What follows belongs to an exercise in optimizing a design on an open flow for small area; a production flow would make more cautious choices.
The RTL was checked by simulation tests, not by an equivalence proof against the original design.
Power and IR drop assume default switching activity.

==> flow/design.v <==
module snake_seg_match (
    input  logic [4:0] sx,
    input  logic [4:0] sy,
    input  logic [4:0] x,
    input  logic [4:0] y,
    output logic       eq
);
    assign eq = (sx == x) && (sy == y);
endmodule
module snake_body_engine #(
    parameter int GRID_W    = 40,
    parameter int GRID_H    = 30,
    parameter int XW        = 6,
    parameter int YW        = 5,
    parameter int MAX_LEN   = 64,
    parameter int INIT_LEN  = 3,
    parameter int WRAP_MODE = 0
) (
    input  logic                         clk,
    input  logic                         reset,
    input  logic                         start,
    input  logic                         tick,
    input  logic                         dir_valid,
    input  logic [1:0]                   dir_req,
    input  logic [XW-1:0]                food_x,
    input  logic [YW-1:0]                food_y,
    input  logic [XW-1:0]                query_x,
    input  logic [YW-1:0]                query_y,
    output logic [XW-1:0]                head_x,
    output logic [YW-1:0]                head_y,
    output logic [$clog2(MAX_LEN+1)-1:0] length,
    output logic                         ate,
    output logic                         game_over,
    output logic [1:0]                   over_cause,
    output logic                         query_hit,
    output logic                         query_head
);
    localparam int LW = $clog2(MAX_LEN + 1);
    localparam logic [1:0] DIR_UP     = 2'b00;
    localparam logic [1:0] DIR_DOWN   = 2'b01;
    localparam logic [1:0] DIR_LEFT   = 2'b10;
    localparam logic [1:0] DIR_RIGHT  = 2'b11;
    localparam logic [1:0] CAUSE_NONE = 2'd0;
    localparam logic [1:0] CAUSE_WALL = 2'd1;
    localparam logic [1:0] CAUSE_SELF = 2'd2;
    localparam logic [1:0] ST_IDLE    = 2'd0;
    localparam logic [1:0] ST_RUN     = 2'd1;
    localparam logic [1:0] ST_OVER    = 2'd2;
    logic [1:0]    state_r;
    logic [XW-1:0] hx_r;
    logic [YW-1:0] hy_r;
    logic [4:0]    s1x_r, s1y_r, s2x_r, s2y_r;
    logic [MAX_LEN-1:3][4:0] tx_r;
    logic [MAX_LEN-1:3][4:0] ty_r;
    logic [MAX_LEN-1:0][4:0] sx_r;
    logic [MAX_LEN-1:0][4:0] sy_r;
    assign sx_r = {tx_r, s2x_r, s1x_r, 5'd0};
    assign sy_r = {ty_r, s2y_r, s1y_r, 5'd0};
    logic [LW-1:0] len_r;
    logic [1:0]    heading_r;
    logic [1:0]    pending_r;
    logic          pending_valid_r;
    logic          ate_r, game_over_r, query_hit_r, query_head_r;
    logic [1:0]    cause_r;
    logic [1:0]    eff_dir_s, ref_dir_s;
    logic [XW-1:0] nx_s;
    logic [YW-1:0] ny_s;
    logic          wall_s, eat_s, self_s, step_s, move_s, restart_s, dir_accept_s;
    logic          q_hit_s, q_head_s;
    assign step_s    = tick && (state_r == ST_RUN);
    assign restart_s = start && (state_r != ST_RUN);
    assign eff_dir_s = pending_valid_r ? pending_r : heading_r;
    assign ref_dir_s = step_s ? eff_dir_s : heading_r;
    assign dir_accept_s = dir_valid && (dir_req != {ref_dir_s[1], ~ref_dir_s[0]});
    assign eat_s     = (nx_s == food_x) && (ny_s == food_y);
    assign move_s    = step_s && !wall_s && !self_s;
    always_comb begin
        nx_s   = hx_r;
        ny_s   = hy_r;
        wall_s = 1'b0;
        case (eff_dir_s)
            DIR_UP: begin
                ny_s   = hy_r - 5'd1;
                wall_s = (hy_r == 5'd0);
            end
            DIR_DOWN: begin
                ny_s   = hy_r + 5'd1;
                wall_s = (hy_r == 5'(GRID_H - 1));
            end
            DIR_LEFT: begin
                nx_s   = hx_r - 6'd1;
                wall_s = (hx_r == 6'd0);
            end
            default: begin
                nx_s   = hx_r + 6'd1;
                wall_s = (hx_r == 6'(GRID_W - 1));
            end
        endcase
    end
    logic [MAX_LEN-1:0] live_s;       
    logic [MAX_LEN-1:0] body_s;       
    logic [MAX_LEN-1:0] tail_s;       
    always_comb begin
        for (int k = 0; k < MAX_LEN; k++) begin
            live_s[k] = (LW'(k) < len_r);
            body_s[k] = (LW'(k + 1) < len_r);
            tail_s[k] = (LW'(k + 1) == len_r);
        end
    end
    logic [MAX_LEN-1:0] ceq_s;
    logic col_body_s, col_tail_s;
    genvar g;
    generate
        for (g = 0; g < MAX_LEN; g++) begin : g_col
            if ((g % 2 == 1) && (g >= 3)) begin : g_odd
                localparam int XB = (g + 1 < 8) ? 2 : (g + 1 < 16) ? 3 : (g + 1 < 32) ? 4 : 5;
                localparam int YB = (g + 1 < 8) ? 2 : (g + 1 < 16) ? 3 : 4;
                assign ceq_s[g] = (sx_r[g][XB-1:0] == nx_s[XB:1]) &&
                                  (sy_r[g][YB:0] == ny_s[YB:0]);
            end else begin : g_even
                assign ceq_s[g] = 1'b0;
            end
        end
    endgenerate
    assign col_body_s = 1'b0;
    assign col_tail_s = 1'b0;
    assign self_s     = |(ceq_s & (body_s | ({MAX_LEN{eat_s}} & tail_s)));
    logic [MAX_LEN-1:0] qeq_s;
    logic q_par_s, q_even_s, q_odd_s;
    generate
        for (g = 1; g < MAX_LEN; g++) begin : g_q
            snake_seg_match u_m (
                .sx(sx_r[g]), .sy(sy_r[g]), .x(query_x[5:1]), .y(query_y), .eq(qeq_s[g])
            );
        end
    endgenerate
    assign qeq_s[0] = 1'b0;
    assign q_par_s  = query_x[0] ^ query_y[0] ^ hx_r[0] ^ hy_r[0];
    always_comb begin
        q_even_s = 1'b0;
        q_odd_s  = 1'b0;
        for (int k = 0; k < MAX_LEN; k++) begin
            if (k % 2 == 0) q_even_s = q_even_s | (qeq_s[k] & live_s[k]);
            else            q_odd_s  = q_odd_s  | (qeq_s[k] & live_s[k]);
        end
    end
    assign q_head_s = (query_x == hx_r) && (query_y == hy_r);
    assign q_hit_s  = q_head_s || (q_par_s ? q_odd_s : q_even_s);
    always_ff @(posedge clk or negedge reset) begin
        if (!reset) begin
            state_r <= ST_IDLE;
        end else begin
            case (state_r)
                ST_IDLE: state_r <= start ? ST_RUN : ST_IDLE;
                ST_RUN:  state_r <= (step_s && (wall_s || self_s)) ? ST_OVER : ST_RUN;
                ST_OVER: state_r <= start ? ST_RUN : ST_OVER;
                default: state_r <= ST_IDLE;
            endcase
        end
    end
    always_ff @(posedge clk or negedge reset) begin
        if (!reset) begin
            hx_r            <= 6'(GRID_W / 2);
            hy_r            <= 5'(GRID_H / 2);
            s1x_r           <= 5'((GRID_W / 2 - 1) >> 1);
            s1y_r           <= 5'(GRID_H / 2);
            s2x_r           <= 5'((GRID_W / 2 - 2) >> 1);
            s2y_r           <= 5'(GRID_H / 2);
            len_r           <= LW'(INIT_LEN);
            heading_r       <= DIR_RIGHT;
            pending_r       <= DIR_RIGHT;
            pending_valid_r <= 1'b0;
            ate_r           <= 1'b0;
            game_over_r     <= 1'b0;
            cause_r         <= CAUSE_NONE;
        end else if (restart_s) begin
            hx_r            <= 6'(GRID_W / 2);
            hy_r            <= 5'(GRID_H / 2);
            s1x_r           <= 5'((GRID_W / 2 - 1) >> 1);
            s1y_r           <= 5'(GRID_H / 2);
            s2x_r           <= 5'((GRID_W / 2 - 2) >> 1);
            s2y_r           <= 5'(GRID_H / 2);
            len_r           <= LW'(INIT_LEN);
            heading_r       <= DIR_RIGHT;
            pending_r       <= DIR_RIGHT;
            pending_valid_r <= 1'b0;
            ate_r           <= 1'b0;
            game_over_r     <= 1'b0;
            cause_r         <= CAUSE_NONE;
        end else begin
            ate_r <= 1'b0;
            if (step_s) begin
                heading_r       <= eff_dir_s;
                pending_valid_r <= 1'b0;
            end
            if (dir_accept_s) begin
                pending_r       <= dir_req;
                pending_valid_r <= 1'b1;
            end
            if (step_s && (wall_s || self_s)) begin
                game_over_r <= 1'b1;
                cause_r     <= wall_s ? CAUSE_WALL : CAUSE_SELF;
            end
            if (move_s) begin
                hx_r    <= nx_s;
                hy_r    <= ny_s;
                s1x_r   <= hx_r[5:1];
                s1y_r   <= hy_r;
                s2x_r   <= s1x_r;
                s2y_r   <= s1y_r;
                ate_r   <= eat_s;
                if (eat_s && (len_r != LW'(MAX_LEN))) begin
                    len_r <= len_r + LW'(1);
                end
            end
        end
    end
    always_ff @(posedge clk) begin
        if (move_s) begin
            for (int k = 3; k < MAX_LEN; k++) begin
                tx_r[k] <= sx_r[k-1];
                ty_r[k] <= sy_r[k-1];
            end
        end
    end
    always_ff @(posedge clk or negedge reset) begin
        if (!reset) begin
            query_hit_r  <= 1'b0;
            query_head_r <= 1'b0;
        end else begin
            query_hit_r  <= q_hit_s;
            query_head_r <= q_head_s;
        end
    end
    assign head_x     = hx_r;
    assign head_y     = hy_r;
    assign length     = len_r;
    assign ate        = ate_r;
    assign game_over  = game_over_r;
    assign over_cause = cause_r;
    assign query_hit  = query_hit_r;
    assign query_head = query_head_r;
endmodule
Settings: LEC_CHECK=0, CAP_MARGIN=0, CORE_MARGIN=2, CORE_UTILIZATION=60.0, CTS_BUF_LIST=sky130_fd_sc_hd__clkbuf_16, CTS_CLUSTER_DIAMETER=80, CTS_CLUSTER_SIZE=25, PLACE_DENSITY=0.7, SLEW_MARGIN=0; clock period 7.0 ns.
standard.sh (not shown) runs the stock make flow with config.mk's settings and CLKGATE_MAP_FILE= SYNTH_SCRIPT=/design/flow/synth_recipe.tcl, a recipe that flattens the netlist after the stock synthesis.
==> flow/flow/run.sh <==
#!/bin/bash
# The standard layout (standard.sh) with these changes:
#  - synthesis: the standard flow's synthesis script, with an area-oriented ABC mapping
#    script (flow/area_synth.tcl, flow/abc_area_relaxed.script),
#  - port buffers use the smallest buffer cell,
#  - clock tree synthesis adds no dummy loads.
set -euo pipefail
WORK=$(pwd)
export BUFFER_PORTS_ARGS="-buffer_cell sky130_fd_sc_hd__buf_1"
export CTS_ARGS="-sink_clustering_enable -repair_clock_nets -dont_use_dummy_load -buf_list sky130_fd_sc_hd__clkbuf_16 -sink_clustering_size 25 -sink_clustering_max_diameter 80"
export AREA_ABC_SCRIPT="$WORK/flow/abc_area_relaxed.script"
make -C "$FLOW_HOME" DESIGN_CONFIG="$WORK/config.mk" WORK_HOME="$WORK/orfs" CLKGATE_MAP_FILE= \
  SYNTH_SCRIPT="$WORK/flow/area_synth.tcl" synth > synth_flow.log 2>&1
bash standard.sh > standard_flow.log 2>&1
==> flow/flow/abc_area_relaxed.script <==
&get -n
&st
&dch
&nf
&st
&syn2
&if -g -K 6
&synch2
&nf
&st
&syn2
&if -g -K 6
&synch2
&nf
&st
&syn2
&if -g -K 6
&synch2
&nf
&st
&syn2
&if -g -K 6
&synch2
&nf
&st
&syn2
&if -g -K 6
&synch2
&nf
&put
topo
stime -c
dnsize -c
==> flow/flow/area_synth.tcl <==
proc synth {args} { yosys synth -nofsm -noshare {*}$args }
# The standard flow's synthesis script, with ABC's mapping script replaced by
# abc_area_relaxed.script (the speed script's passes with the delay target
# relaxed, and without ABC's own buffering and upsizing).
proc abc {args} {
  set i [lsearch -exact $args -script]
  if { $i >= 0 } { lset args [expr {$i + 1}] $::env(AREA_ABC_SCRIPT) }
  yosys abc {*}$args
}
source $::env(SCRIPTS_DIR)/synth.tcl
# left out here: clear keep_hierarchy, flatten, clean up, hide names made inside functions, write 1_2_yosys.v
Rerun with:
==> flow/flow/run.sh (replaced) <==
#!/bin/bash
# The standard layout (standard.sh) with these changes:
#  - synthesis: the standard flow's synthesis script, with an area-oriented ABC mapping
#    script (flow/area_synth.tcl, flow/abc_area_relaxed.script),
#  - port buffers use the smallest buffer cell,
#  - clock tree synthesis adds no dummy loads, and uses smaller buffers
#    above the leaf level.
set -euo pipefail
WORK=$(pwd)
export BUFFER_PORTS_ARGS="-buffer_cell sky130_fd_sc_hd__buf_1"
export CTS_ARGS="-sink_clustering_enable -repair_clock_nets -dont_use_dummy_load -buf_list sky130_fd_sc_hd__clkbuf_16 -root_buf sky130_fd_sc_hd__clkbuf_8 -tree_buf sky130_fd_sc_hd__clkbuf_4 -sink_clustering_size 25 -sink_clustering_max_diameter 150"
export AREA_ABC_SCRIPT="$WORK/flow/abc_area_relaxed.script"
make -C "$FLOW_HOME" DESIGN_CONFIG="$WORK/config.mk" WORK_HOME="$WORK/orfs" CLKGATE_MAP_FILE= \
  SYNTH_SCRIPT="$WORK/flow/area_synth.tcl" synth > synth_flow.log 2>&1
bash standard.sh > standard_flow.log 2>&1
==> flow/flow/abc_area_relaxed.script (replaced) <==
&get -n
&st
&dc2
&dch
&nf -R 1000 -a -A 4 -C 32 -F 8
&put
topo
stime -c
dnsize -c
--- a/flow/flow/area_synth.tcl
+++ b/flow/flow/area_synth.tcl
@@ -1,6 +1,6 @@
 proc synth {args} { yosys synth -nofsm -noshare {*}$args }
 # The standard flow's synthesis script, with ABC's mapping script replaced by
-# abc_area_relaxed.script (the speed script's passes with the delay target
-# relaxed, and without ABC's own buffering and upsizing).
+# abc_area_relaxed.script: an area-oriented mapping (delay target relaxed,
+# no ABC buffering or upsizing); the layout's repair steps fix timing.
 proc abc {args} {
   set i [lsearch -exact $args -script]
--- a/flow/config.mk
+++ b/flow/config.mk
@@ -10,5 +10,5 @@
 export CORE_UTILIZATION = 60.0
 export CTS_BUF_LIST = sky130_fd_sc_hd__clkbuf_16
-export CTS_CLUSTER_DIAMETER = 80
+export CTS_CLUSTER_DIAMETER = 150
 export CTS_CLUSTER_SIZE = 25
 export PLACE_DENSITY = 0.7
After rerunning: The new run passed the timing, design-rule and antenna checks. Total power went down by 9.1%. Final cell count went down by 5.3%. Via count went up by 5.7%. Hold slack gains 10 ps. Area after synthesis drops by 4.9%. Core utilization climbs by 0.34 points.
Rerun with:
==> flow/flow/run.sh (replaced) <==
#!/bin/bash
# The standard layout (standard.sh) with these changes:
#  - synthesis: the standard flow's synthesis script, with an area-oriented ABC mapping
#    script (flow/area_synth.tcl, flow/abc_area_relaxed.script),
#  - port buffers use the smallest buffer cell,
#  - clock tree synthesis adds no dummy loads.
set -euo pipefail
WORK=$(pwd)
export BUFFER_PORTS_ARGS="-buffer_cell sky130_fd_sc_hd__buf_1"
export CTS_ARGS="-sink_clustering_enable -repair_clock_nets -dont_use_dummy_load -buf_list sky130_fd_sc_hd__clkbuf_16 -sink_clustering_size 25 -sink_clustering_max_diameter 80"
export AREA_ABC_SCRIPT="$WORK/flow/abc_area_relaxed.script"
make -C "$FLOW_HOME" DESIGN_CONFIG="$WORK/config.mk" WORK_HOME="$WORK/orfs" CLKGATE_MAP_FILE= \
  SYNTH_SCRIPT="$WORK/flow/area_synth.tcl" synth > synth_flow.log 2>&1
bash standard.sh > standard_flow.log 2>&1
==> flow/flow/abc_area_relaxed.script (replaced) <==
&get -n
&st
&dch
&nf -a -R 1000 -p -F 8 -A 4
&st
&syn2
&if -g -K 6
&synch2
&nf -a -R 1000 -p -F 8 -A 4
&st
&syn2
&if -g -K 6
&synch2
&nf -a -R 1000 -p -F 8 -A 4
&st
&syn2
&if -g -K 6
&synch2
&nf -a -R 1000 -p -F 8 -A 4
&st
&syn2
&if -g -K 6
&synch2
&nf -a -R 1000 -p -F 8 -A 4
&st
&syn2
&if -g -K 6
&synch2
&nf -a -R 1000 -p -F 8 -A 4
&put
topo
stime -c
dnsize -c
--- a/flow/flow/area_synth.tcl
+++ b/flow/flow/area_synth.tcl
@@ -1,6 +1,6 @@
 proc synth {args} { yosys synth -nofsm -noshare {*}$args }
 # The standard flow's synthesis script, with ABC's mapping script replaced by
-# abc_area_relaxed.script: an area-oriented mapping (delay target relaxed,
-# no ABC buffering or upsizing); the layout's repair steps fix timing.
+# abc_area_relaxed.script (the speed script's passes with the delay target
+# relaxed, and without ABC's own buffering and upsizing).
 proc abc {args} {
   set i [lsearch -exact $args -script]
--- a/flow/config.mk
+++ b/flow/config.mk
@@ -10,5 +10,5 @@
 export CORE_UTILIZATION = 60.0
 export CTS_BUF_LIST = sky130_fd_sc_hd__clkbuf_16
-export CTS_CLUSTER_DIAMETER = 150
+export CTS_CLUSTER_DIAMETER = 80
 export CTS_CLUSTER_SIZE = 25
 export PLACE_DENSITY = 0.7
Result:
- The changed run completed with no timing, DRC or antenna violations
- worst hold slack gets worse by 22 ps
- routed wire length went up slightly
- cell count went up by a few percent
Rerun with:
==> flow/flow/run.sh (replaced) <==
#!/bin/bash
# The standard layout (standard.sh) with these changes:
#  - synthesis: the standard flow's synthesis script, with an area-oriented ABC mapping
#    script (flow/area_synth.tcl, flow/abc_area_relaxed.script),
#  - port buffers use the smallest buffer cell,
#  - clock tree synthesis adds no dummy loads, and uses smaller buffers
#    above the leaf level.
set -euo pipefail
WORK=$(pwd)
export BUFFER_PORTS_ARGS="-buffer_cell sky130_fd_sc_hd__buf_1"
export CTS_ARGS="-sink_clustering_enable -repair_clock_nets -dont_use_dummy_load -buf_list sky130_fd_sc_hd__clkbuf_16 -root_buf sky130_fd_sc_hd__clkbuf_8 -tree_buf sky130_fd_sc_hd__clkbuf_4 -sink_clustering_size 25 -sink_clustering_max_diameter 150"
export AREA_ABC_SCRIPT="$WORK/flow/abc_area_relaxed.script"
make -C "$FLOW_HOME" DESIGN_CONFIG="$WORK/config.mk" WORK_HOME="$WORK/orfs" CLKGATE_MAP_FILE= \
  SYNTH_SCRIPT="$WORK/flow/area_synth.tcl" synth > synth_flow.log 2>&1
bash standard.sh > standard_flow.log 2>&1
==> flow/flow/abc_area_relaxed.script (replaced) <==
&get -n
&st
&dc2
&dch
&nf -R 1000 -a -A 4 -C 32 -F 8
&put
topo
stime -c
dnsize -c
--- a/flow/config.mk
+++ b/flow/config.mk
@@ -10,5 +10,5 @@
 export CORE_UTILIZATION = 60.0
 export CTS_BUF_LIST = sky130_fd_sc_hd__clkbuf_16
-export CTS_CLUSTER_DIAMETER = 80
+export CTS_CLUSTER_DIAMETER = 150
 export CTS_CLUSTER_SIZE = 25
 export PLACE_DENSITY = 0.7
The changed run ran to the end with no violations.
Cell area goes down by about 4.4%.
Sequential cell count is unchanged.
Final cell count goes down by about 3.7%.
Setup slack is better by 110 ps.
Global-route usage goes up by 0.68 points.
Routed wire length goes down by 1.2%.
Rerun with:
==> flow/flow/run.sh (replaced) <==
#!/bin/bash
# The standard layout (standard.sh), with two changes:
#  - port buffers use the smallest buffer cell,
#  - clock tree synthesis adds no dummy loads.
set -euo pipefail
export BUFFER_PORTS_ARGS="-buffer_cell sky130_fd_sc_hd__buf_1"
export CTS_ARGS="-sink_clustering_enable -repair_clock_nets -dont_use_dummy_load -buf_list sky130_fd_sc_hd__clkbuf_16 -sink_clustering_size 25 -sink_clustering_max_diameter 80"
bash standard.sh > standard_flow.log 2>&1
--- a/flow/config.mk
+++ b/flow/config.mk
@@ -6,10 +6,10 @@
 export NUM_CORES = 4
 export LEC_CHECK = 0
-export CAP_MARGIN = 0
+export CAP_MARGIN = 20
 export CORE_MARGIN = 2
 export CORE_UTILIZATION = 60.0
 export CTS_BUF_LIST = sky130_fd_sc_hd__clkbuf_16
-export CTS_CLUSTER_DIAMETER = 150
+export CTS_CLUSTER_DIAMETER = 80
 export CTS_CLUSTER_SIZE = 25
 export PLACE_DENSITY = 0.7
-export SLEW_MARGIN = 0
+export SLEW_MARGIN = 20
removed: flow/flow/abc_area_relaxed.script
removed: flow/flow/area_synth.tcl
Effect: The new run completed with no timing, DRC or antenna violations. Die area came out higher by 7.7%. First-iteration DRC count shrinks by about 22%. Flip-flop and latch count stays the same. Clock-buffer cell count is higher by 6.

[static timing again, ports no longer ideal]
The flow's constraints put no driver on any port. The routed layouts listed below were extracted and timed again, unchanged, in two steps. Step 1: set_driving_cell puts a clkbuf_16 on clk and a buf_2 on each other input, an assumption about the parent block. Step 2, shift: input delay + t, output delay - t, t = (earliest + latest rising clock arrival at the registers) / 2. This alone moves slack from input paths to output paths. Three values: ideal ports, drivers, drivers and shift; two values: the first two.
| run | shift t [ns] | slack for setup (ns) | worst setup path after step 2 | worst register clock-pin slew, ns | worst data-port slew with drivers (ns) |
|---|---|---|---|---|---|
| the first run | 0.641 | 0.322 / 0.322 / 0.322 | register to register | 0.10 / 0.10 | 0.04 |
| the second run | 0.828 | 0.465 / 0.465 / 0.465 | register to register | 0.11 / 0.11 | 0.06 |
| the third run | 0.629 | 0.353 / 0.353 / 0.353 | register to register | 0.10 / 0.10 | 0.05 |
| the fourth run | 0.828 | 0.465 / 0.465 / 0.465 | register to register | 0.11 / 0.11 | 0.06 |
| the fifth run | 0.634 | 0.511 / 0.511 / 0.511 | register to register | 0.10 / 0.10 | 0.04 |
After both steps setup and hold are still met in every run listed.
